What follows belongs to an exercise in optimizing a design on an open flow for small area; a production flow would make more cautious choices.
Function was checked by simulation only, so behaviour that the tests miss may differ from the original.
The clock cells of run 6 come from the design's own scripts or RTL, not from TritonCTS.
No driver is modelled on the clock port, so clock power and skew are understated where the tree is cut down; a real chip needs a root buffer or a tree.
No activity file was given, so power comes from the tool's default toggle rates.

==> flow/design.v <==
`timescale 1ns/100ps
module cpu_mem (
    input  logic               clk,
    input  logic [2:0]         ph,
    input  logic               we,
    input  logic [8-1:0] waddr,
    input  logic [8-1:0] wdata,
    input  logic [4:0]         rring,
    output logic [8-1:0] rdata
);
    logic [2:0]         wpos;
    logic [7:0]         ppos;
    logic [7:0]         pwe;
    logic [31:0]        rsel;
    logic [8-1:0] w_even;
    logic [8-1:0] w_odd;
    logic [8-1:0] head [32];
    assign wpos = waddr[2:0] + ~ph;
    always_comb begin
        for (int p = 0; p < 8; p++) ppos[p] = (wpos == 3'(p));
        for (int p = 0; p < 8; p++) pwe[p] = we && ppos[p];
        for (int i = 0; i < 32; i++) rsel[i] = (waddr[7:3] == 5'(i));
    end
    assign w_even = ~wdata | {8{!we}};
    assign w_odd  =  wdata | {8{!we}};
    for (genvar i = 0; i < 32; i++) begin : g_ring
        mem_ring u_ring (
            .clk    (clk),
            .rsel   (rsel[i]),
            .ppos   (ppos),
            .pwe    (pwe),
            .w_even (w_even),
            .w_odd  (w_odd),
            .head   (head[i])
        );
    end
    assign rdata = head[rring];
endmodule
module mem_ring (
    input  logic               clk,
    input  logic               rsel,
    input  logic [7:0]         ppos,
    input  logic [7:0]         pwe,
    input  logic [8-1:0] w_even,
    input  logic [8-1:0] w_odd,
    output logic [8-1:0] head
);
    logic [8-1:0] q [8];
    for (genvar p = 0; p < 8; p++) begin : g_pos
        logic               sel;
        logic               hold;
        logic [8-1:0] wv;
        assign sel  = rsel && pwe[p];
        assign hold = !(rsel && ppos[p]);
        assign wv   = (p % 2 == 1) ? w_odd : w_even;
        always_ff @(posedge clk) begin
            q[p] <= ~((q[(p + 1) % 8] | {8{sel}}) & (wv | {8{hold}}));
        end
    end
    assign head = q[0];
endmodule
`timescale 1ns/100ps
module cpu_top (
    input  logic               clk,
    input  logic               rst,
    input  logic [8-1:0] in_port,
    input  logic               prog_we,
    input  logic [8-1:0] prog_addr,
    input  logic [8-1:0] prog_data,
    output logic               hlt,
    output logic [8-1:0] out_port
);
    logic [2:0]         ph;
    logic [8-1:0] pc;
    logic [8-1:0] ir;
    logic               v;
    logic               hpend;
    logic [2:0]         dc;
    logic [8-1:0] r [4];
    logic [3:0]         op;
    logic [8-1:0] a;
    logic [8-1:0] b;
    logic               run;
    logic               is_ld;
    logic               is_ldm;
    logic               hit;
    logic               ex;
    logic               fetch;
    logic               wr;
    logic [8-1:0] res;
    logic [8-1:0] rdata;
    logic               mwe;
    logic [8-1:0] maddr;
    logic [8-1:0] mdata;
    always_ff @(posedge clk) ph <= ph + 1'b1;
    assign op     = ir[7:4];
    assign a      = r[ir[3:2]];
    assign b      = r[ir[1:0]];
    assign run    = !rst && !hlt && !hpend;
    assign is_ld  = v && op == 4'hA;
    assign is_ldm = v && op == 4'hC;
    assign hit    = is_ld ? (b[2:0] == ph) : (pc[2:0] == ph);
    assign ex     = run && v && (hit || !(is_ld || is_ldm));
    assign fetch  = run && hit && !(is_ld || is_ldm) && (!v || ex);
    assign wr = ex && (op == 4'h1 || op == 4'h2 || op == 4'h3 || op == 4'h4 ||
                       op == 4'h5 || op == 4'h6 || op == 4'h7 || op == 4'h8 ||
                       op == 4'hA || op == 4'hC);
    always_comb begin
        case (op)
            4'h1: res = b;
            4'h2: res = a + b;
            4'h3: res = a - b;
            4'h4: res = a & b;
            4'h5:  res = a | b;
            4'h6: res = ~a;
            4'h7: res = a + 1'b1;
            4'h8:  res = in_port;
            default: res = rdata;
        endcase
    end
    always_ff @(posedge clk) begin
        if (wr) r[ir[3:2]] <= res;
    end
    always_ff @(posedge clk) begin
        if (fetch) ir <= rdata;
    end
    always_ff @(posedge clk) begin
        if (rst) begin
            pc       <= '0;
            v        <= 1'b0;
            hpend    <= 1'b0;
            hlt      <= 1'b0;
            dc       <= '0;
            out_port <= '0;
        end else begin
            if (fetch || (ex && is_ldm)) pc <= pc + 1'b1;
            if (fetch) v <= 1'b1;
            else if (ex) v <= 1'b0;
            if (ex && op == 4'hD) hpend <= 1'b1;
            if (ex && op == 4'h9) out_port <= a;
            if ((pc == '0 && !fetch) || (hpend && !hlt)) dc <= dc + 1'b1;
            if (hpend && dc == 3'd7) hlt <= 1'b1;
        end
    end
    assign mwe   = rst ? prog_we : (ex && op == 4'hB);
    assign maddr = rst ? prog_addr : b;
    assign mdata = rst ? prog_data : a;
    cpu_mem u_mem (
        .clk   (clk),
        .ph    (ph),
        .we    (mwe),
        .waddr (maddr),
        .wdata (mdata),
        .rring (is_ld ? b[7:3] : pc[7:3]),
        .rdata (rdata)
    );
endmodule
==> flow/run.sh <==
#!/bin/bash
# synth_recipe.tcl (not shown) runs the flow's synth.tcl, then flattens the netlist and writes it again
# the make line also repeats each setting of config.mk as NAME=value (left out here)
make -C /OpenROAD-flow-scripts/flow DESIGN_CONFIG=/design/flow/config.mk WORK_HOME=/design/flow/orfs CLKGATE_MAP_FILE= SYNTH_SCRIPT=/design/flow/synth_recipe.tcl finish
==> flow/config.mk <==
export PLATFORM = sky130hd
export DESIGN_NAME = cpu_top
export DESIGN_NICKNAME = cpu_top
export VERILOG_FILES = /design/flow/design.v
export SDC_FILE = /design/flow/constraint.sdc
export NUM_CORES = 4
export LEC_CHECK = 0
export CAP_MARGIN = 20
export CORE_MARGIN = 2
export CORE_UTILIZATION = 40
export SLEW_MARGIN = 20
export SYNTH_HIERARCHICAL = 1
==> flow/constraint.sdc <==
create_clock -name core_clock -period 6.0 [get_ports {clk}]
set_input_delay 1.2000 -clock core_clock [delete_from_list [all_inputs] [get_ports {clk}]]
set_output_delay 1.2000 -clock core_clock [all_outputs]
set_load 0.01 [all_outputs]
==> summary.txt, run 1 <==
- Worst Setup SP: ir[5]$_DFFE_PP_
- Slew headroom: 30.6%
- Chip height: 410 um
- Clock Skews: 0.0356 ns
- Synth Area in Compound Gates: 22.0%
- Least-Margin Pin Slew: 1.04 ns
- R2R Setup Slk: 0.32 ns
- DPL Wire Length: 139 mm
- Cts bufs inserted: 196
- Power, Total: 0.0347 W
- Post-route antenna net violation count: 0
- Post-route DRC: 0
- Most used DFF post-synth: dfxtp_1
- Num rows: 148
- Crit Path Class: register to register
- Number of port buffers: 35
- Sequential share of the synthesized area: 65.0%
- Fmax: 176 MHz
- Power per cell area: 466 nW/um^2
- Seq. cell area: 42,800 um^2
- Leak: 27.8 nW
- Routed WL per cell: 29.5 um
- # setup viols final: 0
- Crit share post-route: 94.6%
- Die area: 168,000 um^2
- CTS tree: yes
- Antenna violations before repair: 13
- Hold slack: 0.386 ns
- Startpoint types: register
- Largest net degree at the start of global routing: 96
- Setup TNS: 0 ns
- FF-to-FF End: r[0][1]$_DFFE_PP_
- Synth Net Count: 5,731
- Post-synth EDFFs: 40
- Synth cell types: 85
- Post-synthesis adder-cell area fraction: 0.418%
- Syn. warnings: 11
- Syn Inst Count: 5,688
- # IOs: 36
- Average size of a mapped cell: 11.6 um^2
- Pre-antenna DRT Iters: 6
- RD Place Congestion: 0.966
- Multi-input gate area: 20,900 um^2
- Clock Pin Slew Worst Setup and Hold Paths: 0.06 ns
- Fin util: 45.7%
- Post-cts sizing count: 0
- Die X: 410 um
- Drt initial violations: 6,133
- CP required: 6.54 ns
- H-tree depth: 4
- Setup crit end: r[0][1]$_DFFE_PP_
- CTS sink cnt: 2,117
- Status: complete, no violations
- RR Startpoint: ir[5]$_DFFE_PP_
- XOR/XNOR Fraction of Synth Area: 0.266%
- Post-Synth Simple-Gate Area: 7.33%
- Main combinational cell family by area after synthesis: compound AO/OA/AOI/OAI gates
- Clock Latency Late Sink: 0.84 ns
- Most frequent cells in the layout: dfxtp_1, o22ai_1, nand2_1
- Most common cell after layout, fill and taps aside: dfxtp_1
- Gr usage total: 27.2%
- Post-synthesis mux area share: 1.30%
- Reg2Reg Depth: 12
- Crit Path Max Fanout: 21
- Final Hold Fails: 0
- Cell depth of the worst hold path: 1
- Layout cells sized above 1: 14.4%
- CTS max path bufs: 3
- Fin crit period: 5.68 ns
- Mapped cell area: 65,800 um^2
- Initial core utilization: 40.4%
- Arrival @ worst endpoint: 6.22 ns
- Core footprint: 163,000 um^2
- Drt via density: 6.20
- Final slew viol count: 0
- Layout Area Growth over Synthesis: 13.3%
- Overflow after GRT: 0
- Post-synth ARST share: 0%
- Setup bufs post-CTS: 0
- Vias in the first global route: 47,016
- Yosys reg bits: 2,117
- RSZ-0062 raised after global routing: false
- Via Count: 49,831
- Hold Path Class: register to register
- First-pass GRT wire length: 335 mm
- Final nets: 5,746
- Post-Route WL: 237 mm
- Nature of the critical path endpoint: register
- Post-CTS Hold Fix Bufs: 0
- Max Cap Violations: 0
- Root Buffer: clkbuf_16
- # fillers: 14,872
- Max VDD drop: 0.237 mV
[cell type report]
class | instances | share of cell area [%]
multi-input cells | 3216 | 28.0
inverters | 23 | 0.116
clock inverters | 58 | 0.910
well taps | 2175 | 3.65
clock buffers | 293 | 7.75
diodes | 5 | 0.0168
flip-flops and latches | 2117 | 57.4
repair buffers | 149 | 2.16
[through the flow]
step | std cells | instance area, um^2 | setup WS, ns
6_report | 8036 | 74500 | 0.321
5_1_grt | 8032 | 74500 | 0.253
4_1_cts | 8031 | 74500 | 0.427
3_5_place_dp | 7680 | 68100 | 0.438
3_3_place_gp | 7680 | 68100 | 0.553
2_1_floorplan | 5688 | 65800 | 0.385
[Yosys stat by module, one instance, submodules excluded]
module / times used / cells / flip-flops and latches
cpu_top: 1 / 402 / 69
cpu_mem: 1 / 390 / 0
mem_ring: 32 / 153 / 64
[flip-flops by register name, summed over array words and instances, names as in the netlist, named ones only]
signal                 flops
u_mem.g_ring.u_ring.q   2048
r                         32
ir                         8
out_port                   8
pc                         8
dc                         3
ph                         3
hlt                        1
hpend                      1
v                          1
[critical path, stage by stage, from the launching register on]
cell and delay [ns]:
edfxtp_1 0.73, nor2b_1 0.25, and3_1 0.40, mux2_2 0.61, nand2_1 0.61, nor2_2 0.21
a22oi_1 0.61, nand4_1 0.18, nor3_1 0.54, a21oi_1 0.38, mux2_2 0.36, a222oi_1 0.26
nand3_1 0.22
[routing by layer]
metal  GRT usage, %  part of all wire, %  vias up
li1               -                    -    22015
met1           37.8                   43    24549
met2           41.6                   44     2773
met3           4.92                  9.5      492
met4           11.1                  4.1        2
met5              0               0.0055        -
[cell families (layout without fill, tap and decap cells)]
| logic type | after synthesis | count (layout) |
|---|---|---|
| AOI/OAI and AO/OA | 2251 | 2251 |
| DFF | 2117 | 2117 |
| and+or+nand+nor | 861 | 861 |
| buffers and inverters | 355 | 523 |
| muxes | 62 | 62 |
| adders and majority gates | 22 | 22 |
| xor gates and xnor gates | 20 | 20 |
| other | 0 | 5 |
[worst min path at each step]
stage | from | end | slack [ns]
CTS | u_mem.g_ring[6].u_ring.q[3][4]$_DFF_P_ | u_mem.g_ring[6].u_ring.q[2][4]$_DFF_P_ | 0.38
global placement | u_mem.g_ring[27].u_ring.q[6][4]$_DFF_P_ | u_mem.g_ring[27].u_ring.q[5][4]$_DFF_P_ | 0.39
finish | u_mem.g_ring[6].u_ring.q[3][4]$_DFF_P_ | u_mem.g_ring[6].u_ring.q[2][4]$_DFF_P_ | 0.39
global route | u_mem.g_ring[20].u_ring.q[1][4]$_DFF_P_ | u_mem.g_ring[20].u_ring.q[0][4]$_DFF_P_ | 0.40
floorplan | u_mem.g_ring[0].u_ring.q[1][0]$_DFF_P_ | u_mem.g_ring[0].u_ring.q[0][0]$_DFF_P_ | 0.39
detailed placement | u_mem.g_ring[9].u_ring.q[7][5]$_DFF_P_ | u_mem.g_ring[9].u_ring.q[6][5]$_DFF_P_ | 0.39
[cell usage after synthesis, types with 5 or more instances]
master,instances,share of area (%)
dfxtp_1,2077,63
o22ai_1,2025,19
nand2_1,311,1.8
buf_2,202,1.5
and2_2,192,2.2
nor2_1,110,0.63
buf_6,106,1.8
a22oi_1,73,0.83
and2_4,65,0.87
edfxtp_1,40,1.8
nand2_2,32,0.30
o22ai_2,32,0.61
a21oi_1,25,0.19
nand2b_1,25,0.24
mux2_2,24,0.41
inv_1,22,0.13
clkbuf_1,21,0.12
o21ai_0,21,0.16
nor3_1,20,0.15
mux2i_1,18,0.27
mux4_2,16,0.55
nand3b_1,16,0.18
a32oi_1,14,0.19
ha_1,14,0.27
nand3_1,14,0.11
xnor2_1,11,0.15
a31oi_1,10,0.095
nand4_1,10,0.095
nor2_2,9,0.086
xor2_1,9,0.12
or3_1,8,0.076
and2_1,7,0.067
a221oi_1,6,0.080
maj3_1,6,0.091
nor2b_1,6,0.057
a22o_1,5,0.067
[report_power, final]
part / switching (W) / total, W / internal [W] / leakage [nW]
registers: 0.00118 / 0.0176 / 0.0164 / 19.2
clock network: 0.00537 / 0.0125 / 0.00712 / 3.19
logic: 0.00323 / 0.00467 / 0.00144 / 5.36
==> inputs of run 2 (changes only) <==
--- a/flow/config.mk
+++ b/flow/config.mk
@@ -7,6 +7,8 @@
 export LEC_CHECK = 0
 export CAP_MARGIN = 20
 export CORE_MARGIN = 2
-export CORE_UTILIZATION = 40
+export CORE_UTILIZATION = 60
+export CTS_BUF_LIST = sky130_fd_sc_hd__clkbuf_8
+export CTS_CLUSTER_SIZE = 30
 export SLEW_MARGIN = 20
 export SYNTH_HIERARCHICAL = 1
==> run 2 against run 1 <==
  * Still clean on timing, DRC and antenna
  * Clock power down 7%
  * Non-clock buffer count down 9
  * Combinational power fell by 1%
  * Utilization is 22 points higher
  * Setup slack better by 0.070 ns
  * Synthesized cell count did not move
  * Count of clock-buffer cells in the layout is 116 higher
  * Register-to-register slack improved by 0.07 ns
  * Largest cell class unchanged
  * Largest power group unchanged
==> summary.txt, run 2 <==
- Fin util: 67.4% (was 45.7%)
- Final slew viol count: 0 (unchanged)
- Post-cts sizing count: 0 (unchanged)
- Drt via density: 6.73 (was 6.20)
- Vias in the first global route: 47,316 (was 47,016)
- CP required: 6.68 ns (was 6.54 ns)
- Crit path buffers/inverters: 1 (was 0)
- Synth area leader: dfxtp_1 (unchanged)
- # fillers: 8,256 (was 14,872)
- Post-route DRC: 0 (unchanged)
- Max VDD drop: 0.320 mV (was 0.237 mV)
- Most frequent cells in the layout: dfxtp_1, o22ai_1, clkbuf_8 (was dfxtp_1, o22ai_1, nand2_1)
- Fmax: 178 MHz (was 176 MHz)
- Post-Route WL: 229 mm (was 237 mm)
- Most frequent cell after synthesis: dfxtp_1 (unchanged)
- Most used DFF post-synth: dfxtp_1 (unchanged)
- Largest net degree at the start of global routing: 129 (was 96)
- Post-synth EDFFs: 40 (unchanged)
- Register with the most flip-flops: u_mem.g_ring.u_ring.q (unchanged)
- Via Count: 50,363 (was 49,831)
- Gr usage total: 39.7% (was 27.2%)
- Fin crit period: 5.61 ns (was 5.68 ns)
- Yosys reg bits: 2,117 (unchanged)
- R2R Setup Slk: 0.39 ns (was 0.32 ns)
- Final Hold Fails: 0 (unchanged)
- RR Startpoint: ir[6]$_DFFE_PP_ (was ir[5]$_DFFE_PP_)
- Top area cells in the synthesized netlist: dfxtp_1, o22ai_1, and2_2 (unchanged)
- Post-CTS Hold Fix Bufs: 0 (unchanged)
- CTS max path bufs: 4 (was 3)
- Layout cells sized above 1: 16.4% (was 14.4%)
- Seq. cell area: 42,800 um^2 (unchanged)
- Crit-path max cell delay: 0.80 ns (was 0.73 ns)
- First-pass GRT wire length: 325 mm (was 335 mm)
- Setup crit end: r[1][7]$_DFFE_PP_ (was r[0][1]$_DFFE_PP_)
- Reg2Reg Depth: 12 (unchanged)
- # IOs: 36 (unchanged)
- Die area: 112,000 um^2 (was 168,000 um^2)
- Critical path depth: 12 (unchanged)
- Multi-input gate area: 20,900 um^2 (about the same)
- Crit Path Class: register to register (unchanged)
- FF-to-FF End: r[1][7]$_DFFE_PP_ (was r[0][1]$_DFFE_PP_)
- Max reg flops: 2,048 (unchanged)
- Nature of the critical path endpoint: register (unchanged)
- Fin worst setup slack: 0.391 ns (was 0.321 ns)
- Crit share post-route: 93.5% (was 94.6%)
- CTS sink cnt: 2,117 (unchanged)
- Setup WS pre-CTS: 0.541 ns (was 0.438 ns)
- Status: complete, no violations (unchanged)
- Crit Path Max Fanout: 25 (was 21)
- Sequential share of the synthesized area: 65.0% (unchanged)
- Core footprint: 109,000 um^2 (was 163,000 um^2)
- CP top delay family: simple AND/OR/NAND/NOR gates (unchanged)
- Drt initial violations: 6,246 (was 6,133)
- Syn. warnings: 11 (unchanged)
- Power, Total: 0.0338 W (was 0.0347 W)
- Leak: 28.2 nW (was 27.8 nW)
- Startpoint types: register (unchanged)
- Commonest cells in the netlist: dfxtp_1, o22ai_1, nand2_1 (unchanged)
- Most common cell after layout, fill and taps aside: dfxtp_1 (unchanged)
- Mapped cell area: 65,800 um^2 (unchanged)
- Setup bufs post-CTS: 0 (unchanged)
- Routed WL per cell: 30.7 um (was 29.5 um)
- Overflow after GRT: 0 (unchanged)
- Antenna violations before repair: 11 (was 13)
- Pre-antenna DRT Iters: 10 (was 6)
- Synth Net Count: 5,731 (unchanged)
- Post-route antenna net violation count: 0 (unchanged)
- Cts bufs inserted: 332 (was 196)
- # setup viols final: 0 (unchanged)
- Critical path cell sequence: buf_4, nor2b_1, and3_1, mux2_2, or3_1, nor2_1, a22oi_1, nand2_1, nor3_1, a21oi_1, o22ai_1, a211oi_1 (was nor2b_1, and3_1, mux2_2, nand2_1, nor2_2, a22oi_1, nand4_1, nor3_1, a21oi_1, mux2_2, a222oi_1, nand3_1)
- Max Cap Violations: 0 (unchanged)
- H-tree depth: 5 (was 4)
- Clock Pin Slew Worst Setup and Hold Paths: 0.06 ns (about the same)
- Hold Path Class: register to register (unchanged)
- CP max stage cell: nor2_1 (was edfxtp_1)
- Clock Skews: 0.0822 ns (was 0.0356 ns)
- Root Buffer: clkbuf_8 (was clkbuf_16)
- Arrival @ worst endpoint: 6.29 ns (was 6.22 ns)
- Layout Area Growth over Synthesis: 11.5% (was 13.3%)
- Average size of a mapped cell: 11.6 um^2 (unchanged)
- Chip height: 335 um (was 410 um)
- Number of port buffers: 35 (unchanged)
- Syn Inst Count: 5,688 (unchanged)
- Slew headroom: 22.6% (was 30.6%)
- Synth cell types: 85 (unchanged)
- Initial core utilization: 60.4% (was 40.4%)
- Post-synth ARST share: 0% (unchanged)
- Num rows: 121 (was 148)
- Least-Margin Pin Slew: 1.16 ns (was 1.04 ns)
- Top-area cell type share of the netlist area: 63.2% (unchanged)
- Setup TNS: 0 ns (unchanged)
- CTS tree: yes (unchanged)
- Clock Latency Late Sink: 0.98 ns (was 0.84 ns)
- Power per cell area: 461 nW/um^2 (was 466 nW/um^2)
- RD Place Congestion: 0.988 (was 0.966)
- RSZ-0062 raised after global routing: false (unchanged)
- DPL Wire Length: 132 mm (was 139 mm)
- Final nets: 5,873 (was 5,746)
- Worst Setup SP: ir[6]$_DFFE_PP_ (was ir[5]$_DFFE_PP_)
- Die X: 335 um (was 410 um)
## run 2: cell counts after synthesis
Identical to the previous run, type by type.
## run 2: cell type report
type	instances	area share (%)
antenna	8	0.0273
clock buffer	409	7.68
clock inverter	151	0.971
inverter	23	0.118
multi-input combinational	3216	28.4
sequential	2117	58.3
tap	1414	2.41
timing repair buffer	140	2.01
## run 2: per-layer routing
| metal | up-vias | GRT usage [%] | share of wire, % |
|---|---|---|---|
| li1 | 22328 | - | - |
| met4 | 10 | 18.3 | 4.6 |
| met2 | 3357 | 58.4 | 42 |
| met5 | - | 0 | 0.042 |
| met3 | 628 | 9.19 | 12 |
| met1 | 24040 | 55.6 | 41 |
## run 2: worst min path at each step
stage / start / end / slack, ns / depth (start not counted)
3_3_place_gp: u_mem.g_ring[10].u_ring.q[5][0]$_DFF_P_ / u_mem.g_ring[10].u_ring.q[4][0]$_DFF_P_ / 0.39 / 1
5_1_grt: u_mem.g_ring[27].u_ring.q[5][5]$_DFF_P_ / u_mem.g_ring[27].u_ring.q[4][5]$_DFF_P_ / 0.36 / 1
3_5_place_dp: u_mem.g_ring[7].u_ring.q[3][6]$_DFF_P_ / u_mem.g_ring[7].u_ring.q[2][6]$_DFF_P_ / 0.39 / 1
2_1_floorplan: u_mem.g_ring[0].u_ring.q[1][0]$_DFF_P_ / u_mem.g_ring[0].u_ring.q[0][0]$_DFF_P_ / 0.39 / 1
4_1_cts: u_mem.g_ring[27].u_ring.q[5][5]$_DFF_P_ / u_mem.g_ring[27].u_ring.q[4][5]$_DFF_P_ / 0.35 / 1
6_report: u_mem.g_ring[2].u_ring.q[4][2]$_DFF_P_ / u_mem.g_ring[2].u_ring.q[3][2]$_DFF_P_ / 0.37 / 1
## run 2: stage by stage
| step | instances | cell area, um^2 | hold WS (ns) |
|---|---|---|---|
| after floorplan | 5688 | 65800 | 0.388 |
| after global placement | 6909 | 66900 | 0.389 |
| after detailed placement | 6910 | 67000 | 0.394 |
| after CTS | 7470 | 73300 | 0.351 |
| after global routing | 7471 | 73300 | 0.357 |
| final | 7478 | 73300 | 0.368 |
## run 2: where the power goes
group          switching, W  internal [W]
clock network       0.00542       0.00617
registers           0.00118        0.0164
logic               0.00319       0.00143
## run 2: kinds of logic after synthesis
family	after synthesis	synth area share [%]
and+or+nand+nor	861	7.33
muxes	62	1.30
DFF	2117	65.0
AOI/OAI and AO/OA	2251	22.0
xor gates and xnor gates	20	0.266
adders and majority gates	22	0.418
buffers and inverters	355	3.63
## run 2: Yosys stat by module, one instance, submodules excluded
module | area (um^2) | flops+latches | times used | cells
cpu_top | 4150 | 69 | 1 | 402
cpu_mem | 2530 | 0 | 1 | 390
mem_ring | 1850 | 64 | 32 | 153
==> inputs of run 3 (changes only) <==
==> flow/flow/run.sh (new file) <==
#!/bin/bash
# Standard synthesis, then every combinational cell set to its smallest
# drive strength (the placement repair upsizes what needs it), then the
# standard layout from floorplan on. Each tool's output goes to its own log.
set -euo pipefail
bash standard.sh synth > synth.log 2>&1
openroad -no_init -exit flow/downsize.tcl > downsize.log 2>&1
bash standard.sh > layout.log 2>&1
==> flow/flow/downsize.tcl (new file) <==
# Swap each combinational cell of the synthesized netlist for the variant of
# the same function with the least area (of equal ones, strength 1); flip-flops keep their cells.
set odb orfs/results/$::env(FLOW_PLATFORM)/cpu_top/base/1_synth.odb
read_db $odb
set db [ord::get_db]
set block [[$db getChip] getBlock]
set best [dict create]
foreach lib [$db getLibs] {
    foreach m [$lib getMasters] {
        if {![regexp {^(sky130_fd_sc_hd__[a-z0-9]+)_([0-9]+)$} [$m getName] -> base size]} { continue }
        set area [expr {[$m getWidth] * [$m getHeight]}]
        if {[dict exists $best $base]} {
            lassign [dict get $best $base] barea bsize
            if {$area > $barea || ($area == $barea && $bsize == 1)} { continue }
            if {$area == $barea && $size != 1 && $size >= $bsize} { continue }
        }
        dict set best $base [list $area $size]
    }
}
set n 0
foreach inst [$block getInsts] {
    set name [[$inst getMaster] getName]
    if {![regexp {^(sky130_fd_sc_hd__[a-z0-9]+)_([0-9]+)$} $name -> base size]} { continue }
    if {[regexp {^sky130_fd_sc_hd__(s?e?df|dl|conb|tap|fill|decap|diode)} $base]} { continue }
    if {![dict exists $best $base]} { continue }
    set bsize [lindex [dict get $best $base] 1]
    if {$bsize == $size} { continue }
    set m [$db findMaster ${base}_$bsize]
    if {$m == "NULL"} { continue }
    $inst swapMaster $m
    incr n
}
puts "downsized $n cells"
write_db $odb
==> flow/standard.sh (new file) <==
#!/bin/bash
# synth_recipe.tcl (not shown) runs the flow's synth.tcl, then flattens the netlist and writes it again
# the make line also repeats each setting of config.mk as NAME=value (left out here)
make -C /OpenROAD-flow-scripts/flow DESIGN_CONFIG=/design/flow/config.mk WORK_HOME=/design/flow/orfs CLKGATE_MAP_FILE= SYNTH_SCRIPT=/design/flow/synth_recipe.tcl "${@:-finish}"
--- a/flow/config.mk
+++ b/flow/config.mk
@@ -7,8 +7,6 @@
 export LEC_CHECK = 0
 export CAP_MARGIN = 20
 export CORE_MARGIN = 2
-export CORE_UTILIZATION = 60
-export CTS_BUF_LIST = sky130_fd_sc_hd__clkbuf_8
-export CTS_CLUSTER_SIZE = 30
+export CORE_UTILIZATION = 40
 export SLEW_MARGIN = 20
 export SYNTH_HIERARCHICAL = 1
removed: flow/run.sh
==> run 3 against run 2 <==
  * Die area increased by 45%
  * Count of clock-buffer cells in the layout decreased by 106
  * Utilization decreased by 21 points
  * First-iteration DRC count increased by 2.7%
  * Combinational power about the same
  * Sequential power about the same
  * Cell count increased by 6.5%
  * Total power increased by 4.1%
  * Cell area increased by 0.92%
  * Still clean on timing, DRC and antenna
  * Sequential share of layout area decreased by 0.53 points
  * Highest routed layer unchanged
  * Non-clock buffer count increased by 17
  * Fmax decreased by 3.5%
==> summary.txt, run 3 <==
- Status: complete, no violations (unchanged)
- Initial core utilization: 40.3% (was 60.4%)
- Fin crit period: 5.81 ns (was 5.61 ns)
- Layout cells sized above 1: 8.35% (was 16.4%)
- Nature of the critical path endpoint: register (unchanged)
- Final slew viol count: 0 (unchanged)
- CP required: 6.57 ns (was 6.68 ns)
- Startpoint types: register (unchanged)
- Drt initial violations: 6,417 (was 6,246)
- Arrival @ worst endpoint: 6.38 ns (was 6.29 ns)
- RD Place Congestion: 0.972 (was 0.988)
- CP top delay family: simple AND/OR/NAND/NOR gates (unchanged)
- CP max stage cell: nor2_1 (unchanged)
- # fillers: 14,397 (was 8,256)
- Root Buffer: clkbuf_16 (was clkbuf_8)
- Setup TNS: 0 ns (unchanged)
- Power per cell area: 475 nW/um^2 (was 461 nW/um^2)
- Pre-antenna DRT Iters: 7 (was 10)
- CTS tree: yes (unchanged)
- Crit path buffers/inverters: 1 (unchanged)
- Chip height: 404 um (was 335 um)
- Switching Share: 28.2% (was 29.0%)
- Hold Path Class: register to register (unchanged)
- Worst hold start: u_mem.g_ring[4].u_ring.q[3][5]$_DFF_P_ (was u_mem.g_ring[2].u_ring.q[4][2]$_DFF_P_)
- Crit Path Class: register to register (unchanged)
- First-pass GRT wire length: 338 mm (was 325 mm)
- Final Hold Fails: 0 (unchanged)
- Power, Total: 0.0352 W (was 0.0338 W)
- Routed WL per cell: 30.0 um (was 30.7 um)
- Max reg flops: 2,048 (unchanged)
- Register with the most flip-flops: u_mem.g_ring.u_ring.q (unchanged)
- Die X: 404 um (was 335 um)
- Critical path depth: 11 (was 12)
- Cts bufs inserted: 200 (was 332)
- Slew headroom: 26.5% (was 22.6%)
- Drt via density: 6.28 (was 6.73)
- Core footprint: 159,000 um^2 (was 109,000 um^2)
- Post-route DRC: 0 (unchanged)
- Most frequent cells in the layout: dfxtp_1, o22ai_1, nand2_1 (was dfxtp_1, o22ai_1, clkbuf_8)
- Crit-path max cell delay: 0.86 ns (was 0.80 ns)
- # IOs: 36 (unchanged)
- Mapped cell area: 63,900 um^2 (was 65,800 um^2)
- # setup viols final: 0 (unchanged)
- Syn. warnings: 11 (unchanged)
- Via Count: 49,983 (was 50,363)
- Clock Pin Slew Worst Setup and Hold Paths: 0.06 ns (about the same)
- Cell depth of the worst hold path: 1 (unchanged)
- H-tree depth: 4 (was 5)
- Post-Route WL: 239 mm (was 229 mm)
- FF-to-FF End: r[0][7]$_DFFE_PP_ (was r[1][7]$_DFFE_PP_)
- Clock Latency Late Sink: 0.85 ns (was 0.98 ns)
- Antenna violations before repair: 15 (was 11)
- Internal cell power: 0.0253 W (was 0.0240 W)
- Hold Path Sink: u_mem.g_ring[4].u_ring.q[2][5]$_DFF_P_ (was u_mem.g_ring[2].u_ring.q[3][2]$_DFF_P_)
- R2R Setup Slk: 0.19 ns (was 0.39 ns)
- Setup bufs post-CTS: 0 (unchanged)
- Gr usage total: 28.3% (was 39.7%)
- Leak: 27.6 nW (was 28.2 nW)
- DPL Wire Length: 141 mm (was 132 mm)
- Crit share post-route: 96.9% (was 93.5%)
- Post-CTS Hold Fix Bufs: 0 (unchanged)
- Most common cell after layout, fill and taps aside: dfxtp_1 (unchanged)
- Post-route antenna net violation count: 0 (unchanged)
- Num rows: 146 (was 121)
- Fmax: 172 MHz (was 178 MHz)
- Vias in the first global route: 47,562 (was 47,316)
- Reg2Reg Depth: 11 (was 12)
- Synth Net Count: 5,731 (unchanged)
- CTS max path bufs: 3 (was 4)
- Clock Skews: 0.0327 ns (was 0.0822 ns)
- Average size of a mapped cell: 11.2 um^2 (was 11.6 um^2)
- Hold slack: 0.375 ns (was 0.368 ns)
- Layout Area Growth over Synthesis: 15.8% (was 11.5%)
- RSZ-0062 raised after global routing: false (unchanged)
- Clock power share: 36.9% (was 34.3%)
- CTS sink cnt: 2,117 (unchanged)
- Critical path cell sequence: mux4_2, mux2_1, buf_4, or3b_1, nor2_1, a22oi_1, nand2_1, nor3_1, a21oi_1, o22ai_1, a211oi_1 (was buf_4, nor2b_1, and3_1, mux2_2, or3_1, nor2_1, a22oi_1, nand2_1, nor3_1, a21oi_1, o22ai_1, a211oi_1)
- Number of port buffers: 35 (unchanged)
- Largest net degree at the start of global routing: 77 (was 129)
- Combinational power share: 13.1% (was 13.7%)
- Fin util: 46.7% (was 67.4%)
- Seq pwr share: 50.0% (was 52.0%)
- Max VDD drop: 0.278 mV (was 0.320 mV)
- Max Cap Violations: 0 (unchanged)
- Psw: 0.00990 W (was 0.00979 W)
- Post-cts sizing count: 0 (unchanged)
- Crit Path Max Fanout: 16 (was 25)
- Overflow after GRT: 0 (unchanged)
- Final nets: 5,758 (was 5,873)
- Least-Margin Pin Slew: 1.10 ns (was 1.16 ns)
- Die area: 163,000 um^2 (was 112,000 um^2)
- Syn Inst Count: 5,688 (unchanged)
## run 3: worst register-to-register path, stage by stage (launching register included)
cell,delay [ns]
dfxtp_1,0.67
mux4_2,0.70
mux2_1,0.66
buf_4,0.33
or3b_1,0.44
nor2_1,0.86
a22oi_1,0.41
nand2_1,0.28
nor3_1,0.15
a21oi_1,0.40
o22ai_1,0.15
a211oi_1,0.49
## run 3: per-layer routing
| metal | up-vias | routed length [um] | global-route usage [%] |
|---|---|---|---|
| met2 | 2970 | 103000 | 42.5 |
| met3 | 548 | 23900 | 5.98 |
| met5 | - | 45 | 0 |
| met4 | 6 | 10900 | 12.5 |
| met1 | 24428 | 101000 | 39.0 |
| li1 | 22031 | - | - |
## run 3: worst max path at each step
stage             start                                endpoint  slack, ns
3_3_place_gp   register                       r[0][7]$_DFFE_PP_       0.28
2_1_floorplan  register  u_mem.g_ring[0].u_ring.q[0][0]$_DFF_P_       0.46
5_1_grt        register                       r[2][7]$_DFFE_PP_       0.06
6_report       register                       r[0][7]$_DFFE_PP_       0.19
3_5_place_dp   register                       r[2][7]$_DFFE_PP_       0.30
4_1_cts        register                       r[0][7]$_DFFE_PP_       0.27
## run 3: area by class of cell
cell class / count / area, um^2 / share of cell area, %
tap: 2072 / 2590 / 3.50
inverter: 23 / 86.3 / 0.117
multi-input combinational: 3216 / 20100 / 27.1
clock inverter: 65 / 921 / 1.24
timing repair buffer: 157 / 1590 / 2.15
sequential: 2117 / 42800 / 57.8
antenna: 9 / 22.5 / 0.0304
clock buffer: 303 / 5950 / 8.04
## run 3: power by group through the flow
stage,Sequential [W],Combinational [W],Clock (W)
2_1_floorplan,0.0172,0.00252,0
4_1_cts,0.0175,0.00446,0.0130
3_5_place_dp,0.0178,0.00442,0
3_3_place_gp,0.0178,0.00438,0
6_report,0.0176,0.00461,0.0130
5_1_grt,0.0177,0.00481,0.0136
## run 3: per-stage QoR
stage | cells | instance area [um^2] | setup slack (ns)
after floorplan | 5688 | 63900 | 0.455
after global placement | 7584 | 67100 | 0.285
after detailed placement | 7584 | 67100 | 0.296
after CTS | 7952 | 74000 | 0.269
after global routing | 7953 | 74000 | 0.0565
final | 7962 | 74000 | 0.188
==> inputs of run 4 (changes only) <==
--- a/flow/config.mk
+++ b/flow/config.mk
@@ -7,6 +7,8 @@
 export LEC_CHECK = 0
 export CAP_MARGIN = 20
 export CORE_MARGIN = 2
-export CORE_UTILIZATION = 40
+export CORE_UTILIZATION = 55
+export CTS_CLUSTER_DIAMETER = 60
+export CTS_CLUSTER_SIZE = 30
 export SLEW_MARGIN = 20
 export SYNTH_HIERARCHICAL = 1
==> run 4 against run 3 <==
  * Clock skew barely moved
  * Clock power fell by 22%
  * Routed wire length fell by 3.3%
  * Synthesized cell count did not move
  * Area after synthesis did not move
  * Largest power group unchanged
  * Highest routed layer unchanged
==> summary.txt, run 4 <==
- Power, Total: 0.0323 W (was 0.0352 W)
- Mapped cell area: 63,900 um^2 (unchanged)
- Syn. warnings: 11 (unchanged)
- Status: complete, no violations (unchanged)
- Worst Setup SP: ir[6]$_DFFE_PP_
- Cell depth of the worst hold path: 1 (unchanged)
- Clock Skews: 0.0332 ns (was 0.0327 ns)
- Gr usage total: 37.8% (was 28.3%)
- CTS sink cnt: 2,117 (unchanged)
- Most Crowded Layer GR: met2 (unchanged)
- Worst hold start: u_mem.g_ring[0].u_ring.q[4][3]$_DFF_P_ (was u_mem.g_ring[4].u_ring.q[3][5]$_DFF_P_)
- Pre-antenna DRT Iters: 8 (was 7)
- Routed WL per cell: 31.6 um (was 30.0 um)
- CTS max path bufs: 3 (unchanged)
- FF-to-FF End: r[0][7]$_DFFE_PP_ (unchanged)
- Seq. cell area: 42,800 um^2 (unchanged)
- Chip height: 345 um (was 404 um)
- Crit Path Class: register to register (unchanged)
- Setup TNS: 0 ns (unchanged)
- CP required: 6.49 ns (was 6.57 ns)
- Multi-input gate area: 20,100 um^2 (about the same)
- Via Count: 48,961 (was 49,983)
- Most common cell after layout, fill and taps aside: dfxtp_1 (unchanged)
- Power per cell area: 452 nW/um^2 (was 475 nW/um^2)
- RD Place Congestion: 1.10 (was 0.972)
- Max reg flops: 2,048 (unchanged)
- Largest net degree at the start of global routing: 129 (was 77)
- Final nets: 5,717 (was 5,758)
- Die area: 119,000 um^2 (was 163,000 um^2)
- # setup viols final: 0 (unchanged)
- Fin util: 61.7% (was 46.7%)
- Root Buffer: clkbuf_16 (unchanged)
- Slew headroom: 23.8% (was 26.5%)
- Hold slack: 0.391 ns (was 0.375 ns)
- Met3 Use GR: 7.59% (was 5.98%)
- Max Cap Violations: 0 (unchanged)
- Overflow after GRT: 0 (unchanged)
- Initial core utilization: 55.2% (was 40.3%)
- Fin crit period: 5.38 ns (was 5.81 ns)
- # IOs: 36 (unchanged)
- Least-Margin Pin Slew: 1.14 ns (was 1.10 ns)
- Post-route antenna net violation count: 0 (unchanged)
- Hold Path Sink: u_mem.g_ring[0].u_ring.q[3][3]$_DFF_P_ (was u_mem.g_ring[4].u_ring.q[2][5]$_DFF_P_)
- Reg2Reg Depth: 13 (was 11)
- Synth Net Count: 5,731 (unchanged)
- Crit Path Max Fanout: 15 (was 16)
- Core footprint: 116,000 um^2 (was 159,000 um^2)
- Nature of the critical path endpoint: register (unchanged)
- RSZ-0062 raised after global routing: false (unchanged)
- Post-route DRC: 0 (unchanged)
- Setup bufs post-CTS: 0 (unchanged)
- Arrival @ worst endpoint: 5.87 ns (was 6.38 ns)
- RR Startpoint: ir[6]$_DFFE_PP_
- Post-CTS Hold Fix Bufs: 0 (unchanged)
- First-pass GRT wire length: 324 mm (was 338 mm)
- Drt initial violations: 6,018 (was 6,417)
- Final Hold Fails: 0 (unchanged)
- Hold Path Class: register to register (unchanged)
- Drt via density: 6.69 (was 6.28)
- Layout cells sized above 1: 7.52% (was 8.35%)
- Most frequent cells in the layout: dfxtp_1, o22ai_1, nand2_1 (unchanged)
- Fmax: 186 MHz (was 172 MHz)
- Startpoint types: register (unchanged)
- Post-Route WL: 231 mm (was 239 mm)
- R2R Setup Slk: 0.62 ns (was 0.19 ns)
- Number of port buffers: 35 (unchanged)
- # fillers: 9,414 (was 14,397)
- CTS tree: yes (unchanged)
- Max VDD drop: 0.313 mV (was 0.278 mV)
- Clock Pin Slew Worst Setup and Hold Paths: 0.09 ns (was 0.06 ns)
- GR Layer Usage met1: 53.2% (was 39.0%)
- Average size of a mapped cell: 11.2 um^2 (unchanged)
- Met2 Usage GRT: 55.7% (was 42.5%)
- Final slew viol count: 0 (unchanged)
- Layout Area Growth over Synthesis: 11.8% (was 15.8%)
- Antenna violations before repair: 11 (was 15)
- DPL Wire Length: 142 mm (was 141 mm)
- H-tree depth: 4 (unchanged)
- Register with the most flip-flops: u_mem.g_ring.u_ring.q (unchanged)
- Syn Inst Count: 5,688 (unchanged)
- Cts bufs inserted: 133 (was 200)
- Leak: 26.7 nW (was 27.6 nW)
- Vias in the first global route: 45,172 (was 47,562)
- Die X: 345 um (was 404 um)
- Clock Latency Late Sink: 0.79 ns (was 0.85 ns)
- Num rows: 125 (was 146)
- Post-cts sizing count: 0 (unchanged)
- Crit share post-route: 89.6% (was 96.9%)
run 4: through the flow:
step           area (um^2)  setup slack, ns  cells
2_1_floorplan        63900            0.455   5688
3_3_place_gp         66700            0.810   7062
3_5_place_dp         66700            0.788   7062
4_1_cts              71400            0.759   7308
5_1_grt              71400            0.575   7309
6_report             71500            0.623   7315
run 4: how the worst max path moves through the flow:
stage / end / cells after the start
after detailed placement: r[2][7]$_DFFE_PP_ / 13
final: r[0][7]$_DFFE_PP_ / 13
after global placement: r[1][7]$_DFFE_PP_ / 13
after global routing: r[0][7]$_DFFE_PP_ / 13
after floorplan: u_mem.g_ring[0].u_ring.q[0][0]$_DFF_P_ / 10
after CTS: r[0][7]$_DFFE_PP_ / 13
run 4: layer usage:
layer | vias to the layer above | part of all wire (%)
li1 | 21910 | -
met1 | 23777 | 42
met2 | 2722 | 43
met3 | 548 | 9.7
met4 | 4 | 5.3
met5 | - | 0.012
run 4: cell type report:
| class | instances | share of cell area (%) |
|---|---|---|
| Sequential cell | 2117 | 59.9 |
| Multi-Input combinational cell | 3216 | 28.1 |
| Clock buffer | 161 | 5.18 |
| Tap cell | 1524 | 2.67 |
| Timing Repair Buffer | 183 | 2.65 |
| Clock inverter | 85 | 1.42 |
| Inverter | 23 | 0.121 |
| Antenna cell | 6 | 0.0210 |
run 4: critical path, cell delays in order (launching register included):
cell and delay, ns:
edfxtp_1 0.40, nor2b_1 0.28, and3_1 0.42, mux2_1 0.74, buf_4 0.33, nand3b_1 0.33, nor2_1 0.71, a22oi_1 0.34
nand2_1 0.20, nor3_1 0.09, buf_4 0.14, a21oi_1 0.41, o22ai_1 0.17, a211oi_1 0.51
run 4: power breakdown:
part / switching [W] / internal, W / total [W]
clock: 0.00521 / 0.00485 / 0.0101
combinational: 0.00320 / 0.00146 / 0.00466
sequential: 0.00119 / 0.0164 / 0.0176
==> inputs of run 5 (changes only) <==
--- a/flow/design.v
+++ b/flow/design.v
@@ -10,16 +10,18 @@
 );
     logic [2:0]         wpos;
     logic [7:0]         ppos;
-    logic [7:0]         pwe;
+    logic [7:0]         pwe_n;
     logic [31:0]        rsel;
+    logic [31:0]        rsel_n;
     logic [8-1:0] w_even;
     logic [8-1:0] w_odd;
     logic [8-1:0] head [32];
     assign wpos = waddr[2:0] + ~ph;
     always_comb begin
         for (int p = 0; p < 8; p++) ppos[p] = (wpos == 3'(p));
-        for (int p = 0; p < 8; p++) pwe[p] = we && ppos[p];
+        for (int p = 0; p < 8; p++) pwe_n[p] = !(we && ppos[p]);
         for (int i = 0; i < 32; i++) rsel[i] = (waddr[7:3] == 5'(i));
+        for (int i = 0; i < 32; i++) rsel_n[i] = (waddr[7:3] != 5'(i));
     end
     assign w_even = ~wdata | {8{!we}};
     assign w_odd  =  wdata | {8{!we}};
@@ -27,8 +29,9 @@
         mem_ring u_ring (
             .clk    (clk),
             .rsel   (rsel[i]),
+            .rsel_n (rsel_n[i]),
             .ppos   (ppos),
-            .pwe    (pwe),
+            .pwe_n  (pwe_n),
             .w_even (w_even),
             .w_odd  (w_odd),
             .head   (head[i])
@@ -39,25 +42,41 @@
 module mem_ring (
     input  logic               clk,
     input  logic               rsel,
+    input  logic               rsel_n,
     input  logic [7:0]         ppos,
-    input  logic [7:0]         pwe,
+    input  logic [7:0]         pwe_n,
     input  logic [8-1:0] w_even,
     input  logic [8-1:0] w_odd,
     output logic [8-1:0] head
 );
     logic [8-1:0] q [8];
     for (genvar p = 0; p < 8; p++) begin : g_pos
-        logic               sel;
-        logic               hold;
-        logic [8-1:0] wv;
-        assign sel  = rsel && pwe[p];
+        logic sel;
+        logic hold;
+        assign sel  = !(rsel_n || pwe_n[p]);
         assign hold = !(rsel && ppos[p]);
-        assign wv   = (p % 2 == 1) ? w_odd : w_even;
-        always_ff @(posedge clk) begin
-            q[p] <= ~((q[(p + 1) % 8] | {8{sel}}) & (wv | {8{hold}}));
-        end
+        mem_byte u_byte (
+            .clk  (clk),
+            .sel  (sel),
+            .hold (hold),
+            .w    ((p % 2 == 1) ? w_odd : w_even),
+            .prev (q[(p + 1) % 8]),
+            .q    (q[p])
+        );
     end
     assign head = q[0];
+endmodule
+module mem_byte (
+    input  logic               clk,
+    input  logic               sel,
+    input  logic               hold,
+    input  logic [8-1:0] w,
+    input  logic [8-1:0] prev,
+    output logic [8-1:0] q
+);
+    always_ff @(posedge clk) begin
+        q <= ~((prev | {8{sel}}) & (w | {8{hold}}));
+    end
 endmodule
 `timescale 1ns/100ps
 module cpu_top (
==> run 5 against run 4 <==
  * First-iteration DRC count rose by 12%
  * Via count is 3.0% higher
  * Clock skew up 0.0070 ns
  * Fmax rose by 6.6%
  * Utilization decreased by 1.3 points
  * Critical endpoint is now r[3][2]$_DFFE_PP_
  * Largest power group unchanged
==> summary.txt, run 5 <==
- FF-to-FF End: r[3][2]$_DFFE_PP_ (was r[0][7]$_DFFE_PP_)
- CTS max path bufs: 3 (unchanged)
- Worst hold start: u_mem.g_ring[25].u_ring.g_pos[4].u_byte.q[0]$_DFF_P_ (was u_mem.g_ring[0].u_ring.q[4][3]$_DFF_P_)
- Power per cell area: 403 nW/um^2 (was 452 nW/um^2)
- CP required: 6.47 ns (was 6.49 ns)
- Clock Latency Late Sink: 0.79 ns (about the same)
- Initial core utilization: 55.3% (was 55.2%)
- Post-cts sizing count: 0 (unchanged)
- First-pass GRT wire length: 335 mm (was 324 mm)
- Leak: 26.1 nW (was 26.7 nW)
- Overflow after GRT: 0 (unchanged)
- Crit share post-route: 84.1% (was 89.6%)
- Cts bufs inserted: 133 (unchanged)
- Setup bufs post-CTS: 0 (unchanged)
- Crit Path Max Fanout: 33 (was 15)
- Routed WL per cell: 31.9 um (was 31.6 um)
- Final slew viol count: 0 (unchanged)
- Number of port buffers: 35 (unchanged)
- Least-Margin Pin Slew: 1.14 ns (about the same)
- Reg2Reg Depth: 11 (was 13)
- Fmax: 198 MHz (was 186 MHz)
- Antenna violations before repair: 12 (was 11)
- Post-Route WL: 235 mm (was 231 mm)
- Drt via density: 6.83 (was 6.69)
- H-tree depth: 4 (unchanged)
- Status: complete, no violations (unchanged)
- CP max stage cell: dfxtp_1 (was mux2_1)
- Fin crit period: 5.05 ns (was 5.38 ns)
- Max Cap Violations: 0 (unchanged)
- Syn Inst Count: 6,098 (was 5,688)
- Syn. warnings: 12 (was 11)
- Die X: 348 um (was 345 um)
- Arrival @ worst endpoint: 5.51 ns (was 5.87 ns)
- Hold Path Class: register to register (unchanged)
- Clock Skews: 0.0403 ns (was 0.0332 ns)
- DPL Wire Length: 141 mm (was 142 mm)
- Max VDD drop: 0.354 mV (was 0.313 mV)
- Vias in the first global route: 47,534 (was 45,172)
- Average size of a mapped cell: 10.7 um^2 (was 11.2 um^2)
- Post-route antenna net violation count: 0 (unchanged)
- Layout cells sized above 1: 7.12% (was 7.52%)
- CTS tree: yes (unchanged)
- Most frequent cells in the layout: dfxtp_1, o22ai_1, nand2_1 (unchanged)
- Final nets: 5,781 (was 5,717)
- Largest net degree at the start of global routing: 129 (unchanged)
- Crit-path max cell delay: 0.66 ns (was 0.74 ns)
- Hold Path Sink: u_mem.g_ring[25].u_ring.g_pos[3].u_byte.q[0]$_DFF_P_ (was u_mem.g_ring[0].u_ring.q[3][3]$_DFF_P_)
- Clock Pin Slew Worst Setup and Hold Paths: 0.12 ns (was 0.09 ns)
- Mapped cell area: 65,100 um^2 (was 63,900 um^2)
- Crit Path Class: register to register (unchanged)
- Root Buffer: clkbuf_16 (unchanged)
- Cell depth of the worst hold path: 1 (unchanged)
- Layout Area Growth over Synthesis: 9.28% (was 11.8%)
- Post-route DRC: 0 (unchanged)
- Post-CTS Hold Fix Bufs: 0 (unchanged)
- Via Count: 50,442 (was 48,961)
- # fillers: 9,690 (was 9,414)
- R2R Setup Slk: 0.95 ns (was 0.62 ns)
- Hold slack: 0.399 ns (was 0.391 ns)
- CTS sink cnt: 2,117 (unchanged)
- Startpoint types: register (unchanged)
- # IOs: 36 (unchanged)
- # setup viols final: 0 (unchanged)
- Multi-input gate area: 19,900 um^2 (was 20,100 um^2)
- RD Place Congestion: 1.05 (was 1.10)
- Chip height: 348 um (was 345 um)
- Setup TNS: 0 ns (unchanged)
- Pre-antenna DRT Iters: 8 (unchanged)
- Synth Net Count: 6,141 (was 5,731)
- Register with the most flip-flops: u_mem.g_ring.u_ring.g_pos.u_byte.q (was u_mem.g_ring.u_ring.q)
- Critical path cell sequence: mux4_2, mux2_2, nor3b_2, buf_4, and3_1, a2111oi_0, o2111ai_1, o22a_1, mux2_1, a221oi_1, o221ai_1 (was nor2b_1, and3_1, mux2_1, buf_4, nand3b_1, nor2_1, a22oi_1, nand2_1, nor3_1, buf_4, a21oi_1, o22ai_1, a211oi_1)
- Seq. cell area: 42,800 um^2 (unchanged)
- Gr usage total: 37.7% (was 37.8%)
- RSZ-0062 raised after global routing: false (unchanged)
- Nature of the critical path endpoint: register (unchanged)
- Drt initial violations: 6,731 (was 6,018)
- Slew headroom: 24.0% (was 23.8%)
- Core footprint: 118,000 um^2 (was 116,000 um^2)
- Final Hold Fails: 0 (unchanged)
- Most common cell after layout, fill and taps aside: dfxtp_1 (unchanged)
- Die area: 121,000 um^2 (was 119,000 um^2)
- Max reg flops: 2,048 (unchanged)
- Num rows: 126 (was 125)
## run 5: final cells by class
| type | count | share of cell area [%] |
|---|---|---|
| tap | 1536 | 2.70 |
| inverter | 54 | 0.285 |
| antenna | 4 | 0.0141 |
| sequential | 2117 | 60.1 |
| clock buffer | 158 | 5.18 |
| timing repair buffer | 153 | 2.22 |
| multi-input combinational | 3279 | 28.0 |
| clock inverter | 82 | 1.48 |
## run 5: per-stage QoR
stage               area, um^2  utilization, %  setup WS, ns  total power [W]  cells
floorplan                65100               -         0.583           0.0174   6098
global placement         66400            56.4          1.24           0.0187   7139
detailed placement       66400            56.4          1.10           0.0187   7139
CTS                      71200            60.4          1.08           0.0286   7379
global route             71200            60.4         0.754           0.0294   7379
finish                   71200            60.5         0.954           0.0287   7383
## run 5: per-layer routing
metal | track usage [%] | up-vias | part of all wire [%]
li1 | - | 22167 | -
met1 | 52.6 | 24377 | 41
met2 | 55.0 | 3238 | 42
met3 | 9.72 | 650 | 11
met4 | 17.3 | 10 | 5.2
met5 | 0 | - | 0.046
## run 5: worst max-delay path by stage
stage / startpoint / end / slack, ns / cells past startpoint
3_3_place_gp: register / r[1][2]$_DFFE_PP_ / 1.24 / 11
3_5_place_dp: register / r[3][2]$_DFFE_PP_ / 1.10 / 11
4_1_cts: register / r[3][2]$_DFFE_PP_ / 1.08 / 11
5_1_grt: register / u_mem.g_ring[21].u_ring.g_pos[5].u_byte.q[7]$_DFF_P_ / 0.75 / 12
6_report: register / r[3][2]$_DFFE_PP_ / 0.95 / 11
2_1_floorplan: ir[5]$_DFFE_PP_ / u_mem.g_ring[0].u_ring.g_pos[0].u_byte.q[0]$_DFF_P_ / 0.58 / 12
## run 5: worst max-delay path, delay by kind of cell (launching register included)
family,cells,cell delay [ns]
AOI/OAI and AO/OA,5,1.81
buffers and inverters,1,0.22
DFF,1,0.66
muxes,3,1.54
and+or+nand+nor,2,0.47
## run 5: report_power, final
part | switching (W) | total [W] | internal [W]
clock | 0.00509 | 0.0102 | 0.00507
combinational | 0.00168 | 0.00260 | 0.000929
sequential | 0.000638 | 0.0159 | 0.0153
total | 0.00740 | 0.0287 | 0.0213
==> inputs of run 6 (changes only) <==
==> flow/flow/run.sh (replaced) <==
#!/bin/bash
# Standard synthesis; then every combinational cell set to its smallest
# drive strength (placement repair upsizes what needs it); then the standard
# layout from floorplan on, with the clock tree built by flow/cts.tcl in
# place of TritonCTS. Each tool's output goes to its own log here.
set -euo pipefail
export CUSTOM_CTS_LEAF=24
export CUSTOM_CTS_UPPER=4
bash standard.sh synth > synth.log 2>&1
openroad -no_init -exit flow/downsize.tcl > downsize.log 2>&1
bash standard.sh PRE_CTS_TCL="$PWD/flow/cts.tcl" finish > layout.log 2>&1
==> flow/flow/cts.tcl (new file) <==
# Clock tree built here in place of TritonCTS (sourced as PRE_CTS_TCL, it
# replaces clock_tree_synthesis; ORFS's cts step then legalizes, repairs
# timing and writes the result as usual). The flip-flops are split by
# recursive bisection into compact groups of at most LEAF_FANOUT, each
# driven by one leaf buffer at its centre; the leaf buffers are grouped the
# same way under upper buffers until one root buffer is left, which alone
# loads the clock port.
set ::cts_leaf_fanout  [expr {[info exists ::env(CUSTOM_CTS_LEAF)] ? $::env(CUSTOM_CTS_LEAF) : 28}]
set ::cts_upper_fanout [expr {[info exists ::env(CUSTOM_CTS_UPPER)] ? $::env(CUSTOM_CTS_UPPER) : 6}]
set ::cts_leaf_cell    [expr {[info exists ::env(CUSTOM_CTS_LEAF_CELL)] ? $::env(CUSTOM_CTS_LEAF_CELL) : "sky130_fd_sc_hd__clkbuf_16"}]
set ::cts_upper_cell   sky130_fd_sc_hd__clkbuf_16
# Leaf groups are also split while their bounding box is wider than this (um)
set ::cts_leaf_span    [expr {[info exists ::env(CUSTOM_CTS_SPAN)] ? $::env(CUSTOM_CTS_SPAN) : 1e9}]

# items: list of {payload x y}; returns a list of groups (lists of items)
proc cts_split {items ngroups} {
    if {$ngroups <= 1 || [llength $items] <= 1} { return [list $items] }
    set xs [lmap i $items {lindex $i 1}]
    set ys [lmap i $items {lindex $i 2}]
    set dx [expr {[tcl::mathfunc::max {*}$xs] - [tcl::mathfunc::min {*}$xs]}]
    set dy [expr {[tcl::mathfunc::max {*}$ys] - [tcl::mathfunc::min {*}$ys]}]
    set idx [expr {$dx >= $dy ? 1 : 2}]
    set sorted [lsort -integer -index $idx $items]
    set g1 [expr {$ngroups / 2}]
    set n [llength $sorted]
    set n1 [expr {int(round(double($n) * $g1 / $ngroups))}]
    return [concat [cts_split [lrange $sorted 0 [expr {$n1 - 1}]] $g1] \
                   [cts_split [lrange $sorted $n1 end] [expr {$ngroups - $g1}]]]
}

proc cts_centre {group} {
    set sx 0; set sy 0
    foreach i $group { set sx [expr {$sx + [lindex $i 1]}]; set sy [expr {$sy + [lindex $i 2]}] }
    set n [llength $group]
    return [list [expr {int($sx / $n)}] [expr {int($sy / $n)}]]
}

# Halve a group until it has at most fanout items and spans at most span
proc cts_split_fit {items fanout span} {
    set xs [lmap i $items {lindex $i 1}]
    set ys [lmap i $items {lindex $i 2}]
    set dbu [[ord::get_db_block] getDbUnitsPerMicron]
    set hp [expr {double([tcl::mathfunc::max {*}$xs] - [tcl::mathfunc::min {*}$xs] +
                         [tcl::mathfunc::max {*}$ys] - [tcl::mathfunc::min {*}$ys]) / $dbu}]
    if {[llength $items] <= $fanout && $hp <= $span} { return [list $items] }
    set out {}
    set ng [expr {max(2, ([llength $items] + $fanout - 1) / $fanout)}]
    foreach g [cts_split $items $ng] { set out [concat $out [cts_split_fit $g $fanout $span]] }
    return $out
}

# Drive each group of iterms from a new buffer at its centre; returns the
# new buffers' input iterms as items.
proc cts_level {items fanout cell tag {span 1e9}} {
    set block [ord::get_db_block]
    set master [[ord::get_db] findMaster $cell]
    set ngroups [expr {([llength $items] + $fanout - 1) / $fanout}]
    set out {}
    set k 0
    set groups [expr {$span < 1e9 ? [cts_split_fit $items $fanout $span] : [cts_split $items $ngroups]}]
    foreach g $groups {
        lassign [cts_centre $g] cx cy
        set name "cts_${tag}_$k"
        set inst [odb::dbInst_create $block $master $name]
        set x [expr {$cx - [$master getWidth] / 2}]
        set y [expr {$cy - [$master getHeight] / 2}]
        $inst setLocation $x $y
        $inst setPlacementStatus PLACED
        set net [odb::dbNet_create $block "${name}_clk"]
        $net setSigType CLOCK
        [$inst findITerm X] connect $net
        foreach i $g {
            set it [lindex $i 0]
            $it disconnect
            $it connect $net
        }
        lappend out [list [$inst findITerm A] $cx $cy]
        incr k
    }
    return $out
}

rename clock_tree_synthesis cts_tritoncts_unused
proc clock_tree_synthesis {args} {
    set block [ord::get_db_block]
    set clk [$block findNet clk]
    set items {}
    foreach it [$clk getITerms] {
        set bb [[$it getInst] getBBox]
        lappend items [list $it [expr {([$bb xMin] + [$bb xMax]) / 2}] [expr {([$bb yMin] + [$bb yMax]) / 2}]]
    }
    puts "custom cts: [llength $items] sinks"
    set items [cts_level $items $::cts_leaf_fanout $::cts_leaf_cell leaf $::cts_leaf_span]
    puts "custom cts: [llength $items] leaf buffers"
    set lvl 0
    while {[llength $items] > 1} {
        set items [cts_level $items $::cts_upper_fanout $::cts_upper_cell "l$lvl"]
        incr lvl
    }
    set root [lindex [lindex $items 0] 0]
    $root disconnect
    $root connect $clk
    $clk setSigType CLOCK
    puts "custom cts: [llength [$clk getITerms]] cell pins on the clock port"
    set_propagated_clock [all_clocks]
}
==> run 6 against run 5 <==
  * First-iteration DRC count increased by 2.3%
  * Register-to-register slack improved by 0.07 ns
  * Critical path type unchanged
  * Critical endpoint unchanged
  * Critical path depth unchanged
  * Sequential power about the same
  * Synthesized cell count unchanged
  * Global-route usage decreased by 0.50 points
==> summary.txt, run 6 <==
- Final Hold Fails: 0 (unchanged)
- Leak: 25.3 nW (was 26.1 nW)
- RD Place Congestion: 1.05 (unchanged)
- Via Count: 50,176 (was 50,442)
- Setup TNS: 0 ns (unchanged)
- Final slew viol count: 0 (unchanged)
- Slew headroom: 24.2% (was 24.0%)
- Max reg flops: 2,048 (unchanged)
- Startpoint types: register (unchanged)
- Post-Route WL: 235 mm (about the same)
- CP required: 6.53 ns (was 6.47 ns)
- Crit Path Class: register to register (unchanged)
- CP max stage cell: dfxtp_1 (unchanged)
- Antenna violations before repair: 10 (was 12)
- CP top delay family: compound AO/OA/AOI/OAI gates (unchanged)
- Clock Latency Late Sink: 0.86 ns (was 0.79 ns)
- Nature of the critical path endpoint: register (unchanged)
- Syn. warnings: 12 (unchanged)
- Combinational power share: 9.8% (was 9.1%)
- Hold Path Class: register to register (unchanged)
- Fin crit period: 4.97 ns (was 5.05 ns)
- Crit share post-route: 82.9% (was 84.1%)
- Power per cell area: 382 nW/um^2 (was 403 nW/um^2)
- Post-route DRC: 0 (unchanged)
- Initial core utilization: 55.3% (unchanged)
- Mapped cell area: 65,100 um^2 (unchanged)
- Clock Skews: 0.0486 ns (was 0.0403 ns)
- Fmax: 201 MHz (was 198 MHz)
- Least-Margin Pin Slew: 1.14 ns (about the same)
- # setup viols final: 0 (unchanged)
- Synth Net Count: 6,141 (unchanged)
- Final nets: 5,769 (was 5,781)
- Hold slack: 0.395 ns (was 0.399 ns)
- Post-CTS Hold Fix Bufs: 0 (unchanged)
- Register with the most flip-flops: u_mem.g_ring.u_ring.g_pos.u_byte.q (unchanged)
- Drt via density: 6.91 (was 6.83)
- Crit Path Max Fanout: 33 (unchanged)
- Vias in the first global route: 47,110 (was 47,534)
- Critical path cell sequence: mux4_2, mux2_2, nor3b_2, buf_4, and3_1, a2111oi_0, o2111ai_1, o22a_1, mux2_1, a221oi_1, o221ai_1 (unchanged)
- Chip height: 348 um (unchanged)
- Number of port buffers: 35 (unchanged)
- Clock power share: 30.2% (was 35.4%)
- Crit-path max cell delay: 0.65 ns (was 0.66 ns)
- Max Cap Violations: 0 (unchanged)
- RSZ-0062 raised after global routing: false (unchanged)
- Gr usage total: 37.2% (was 37.7%)
- Die X: 348 um (unchanged)
- First-pass GRT wire length: 334 mm (was 335 mm)
- Post-cts sizing count: 0 (unchanged)
- Most frequent cells in the layout: dfxtp_1, o22ai_1, nand2_1 (unchanged)
- Syn Inst Count: 6,098 (unchanged)
- Switching Share: 25.2% (was 25.8%)
- Internal cell power: 0.0199 W (was 0.0213 W)
- Status: complete, no violations (unchanged)
- Average size of a mapped cell: 10.7 um^2 (unchanged)
- # IOs: 36 (unchanged)
- DPL Wire Length: 141 mm (unchanged)
- Most common cell after layout, fill and taps aside: dfxtp_1 (unchanged)
- Core footprint: 118,000 um^2 (unchanged)
- Largest net degree at the start of global routing: 129 (unchanged)
- Layout Area Growth over Synthesis: 6.64% (was 9.28%)
- Drt initial violations: 6,885 (was 6,731)
- Layout cells sized above 1: 5.28% (was 7.12%)
- Crit path buffers/inverters: 1 (unchanged)
- Psw: 0.00670 W (was 0.00740 W)
- Setup bufs post-CTS: 0 (unchanged)
- Die area: 121,000 um^2 (unchanged)
- Clock Pin Slew Worst Setup and Hold Paths: 0.09 ns (was 0.12 ns)
- Overflow after GRT: 0 (unchanged)
- Arrival @ worst endpoint: 5.50 ns (was 5.51 ns)
- Num rows: 126 (unchanged)
- Seq pwr share: 60.0% (was 55.5%)
- Post-route antenna net violation count: 0 (unchanged)
- Fin util: 59.0% (was 60.5%)
- Pre-antenna DRT Iters: 6 (was 8)
- Max VDD drop: 0.279 mV (was 0.354 mV)
- Routed WL per cell: 32.4 um (was 31.9 um)
- Power, Total: 0.0266 W (was 0.0287 W)
==> run 6: area by class of cell <==
type,count,area (um^2)
diodes,3,7.51
plain buffers,121,3030
fillers,9878,48300
inverters,54,203
multi-input cells,3279,19900
flip-flops and latches,2117,42800
well taps,1536,1920
repair buffers,153,1580
==> run 6: metal layers <==
metal | GRT usage [%] | share of wire (%)
met4 | 15.8 | 5.0
met5 | 0 | 0.014
met2 | 55.0 | 42
met3 | 8.58 | 11
met1 | 52.4 | 42
==> run 6: worst register-to-register path: cells and delay by family, from the launching register on <==
kind | cells | cell delay (ns)
compound gates | 5 | 1.75
flops | 1 | 0.65
mux | 3 | 1.55
simple gates | 2 | 0.49
buf+inv | 1 | 0.22
==> run 6: power by group through the flow <==
| stage | combinational, W | sequential, W | clock (W) |
|---|---|---|---|
| after global routing | 0.00271 | 0.0160 | 0.00854 |
| after CTS | 0.00252 | 0.0159 | 0.00806 |
| final | 0.00260 | 0.0159 | 0.00802 |
| after global placement | 0.00249 | 0.0162 | 0 |
| after floorplan | 0.00152 | 0.0159 | 0 |
| after detailed placement | 0.00250 | 0.0162 | 0 |
==> run 6: worst paths after layout <==
check / start / end / slack (ns) / depth (start not counted)
min reg2reg: u_mem.g_ring[21].u_ring.g_pos[2].u_byte.q[0]$_DFF_P_ / u_mem.g_ring[21].u_ring.g_pos[1].u_byte.q[0]$_DFF_P_ / 0.40 / 1
max: register / r[3][2]$_DFFE_PP_ / 1.03 / 11
min: u_mem.g_ring[21].u_ring.g_pos[2].u_byte.q[0]$_DFF_P_ / u_mem.g_ring[21].u_ring.g_pos[1].u_byte.q[0]$_DFF_P_ / 0.40 / 1
max reg2reg: register / r[3][2]$_DFFE_PP_ / 1.03 / 11
==> run 6: metrics by stage <==
stage	setup slack (ns)	area [um^2]	instances
final	1.03	69500	7263
after global routing	0.766	69500	7260
after CTS	1.08	69500	7260
after detailed placement	1.10	66400	7139
after global placement	1.24	66400	7139
after floorplan	0.583	65100	6098

-- re-timing with driven ports --
No port has a modelled driver above. Below, the same layouts with a new extraction and two added sets of constraints.
Step 1 assumes that a clkbuf_16 drives the clock port and a buf_2 every other input.
Step 2 moves the port delays by t, midway between the first and last clock arrival at a register: inputs arrive t later, outputs are due t later. That takes back most of the time a late clock gives input paths.
Three values: ideal ports, drivers, drivers and shift; two values: the first two.
| run | shift t [ns] | slack for setup (ns) | hold WS [ns] | worst setup path after step 2 |
|---|---|---|---|---|
| run 1 | 0.915 | 0.321 / 0.321 / 0.321 | 0.386 / 0.386 / 0.386 | register to register |
| run 2 | 1.014 | 0.391 / 0.391 / 0.391 | 0.368 / 0.368 / 0.368 | register to register |
| run 3 | 0.928 | 0.188 / 0.188 / 0.188 | 0.375 / 0.375 / 0.375 | register to register |
| run 4 | 0.851 | 0.623 / 0.623 / 0.623 | 0.391 / 0.391 / 0.391 | register to register |
| run 5 | 0.845 | 0.954 / 0.954 / 0.954 | 0.399 / 0.399 / 0.399 | register to register |
| run 6 | 0.924 | 1.028 / 1.028 / 1.028 | 0.395 / 0.395 / 0.395 | register to register |
After both steps setup and hold are still met in every run listed.
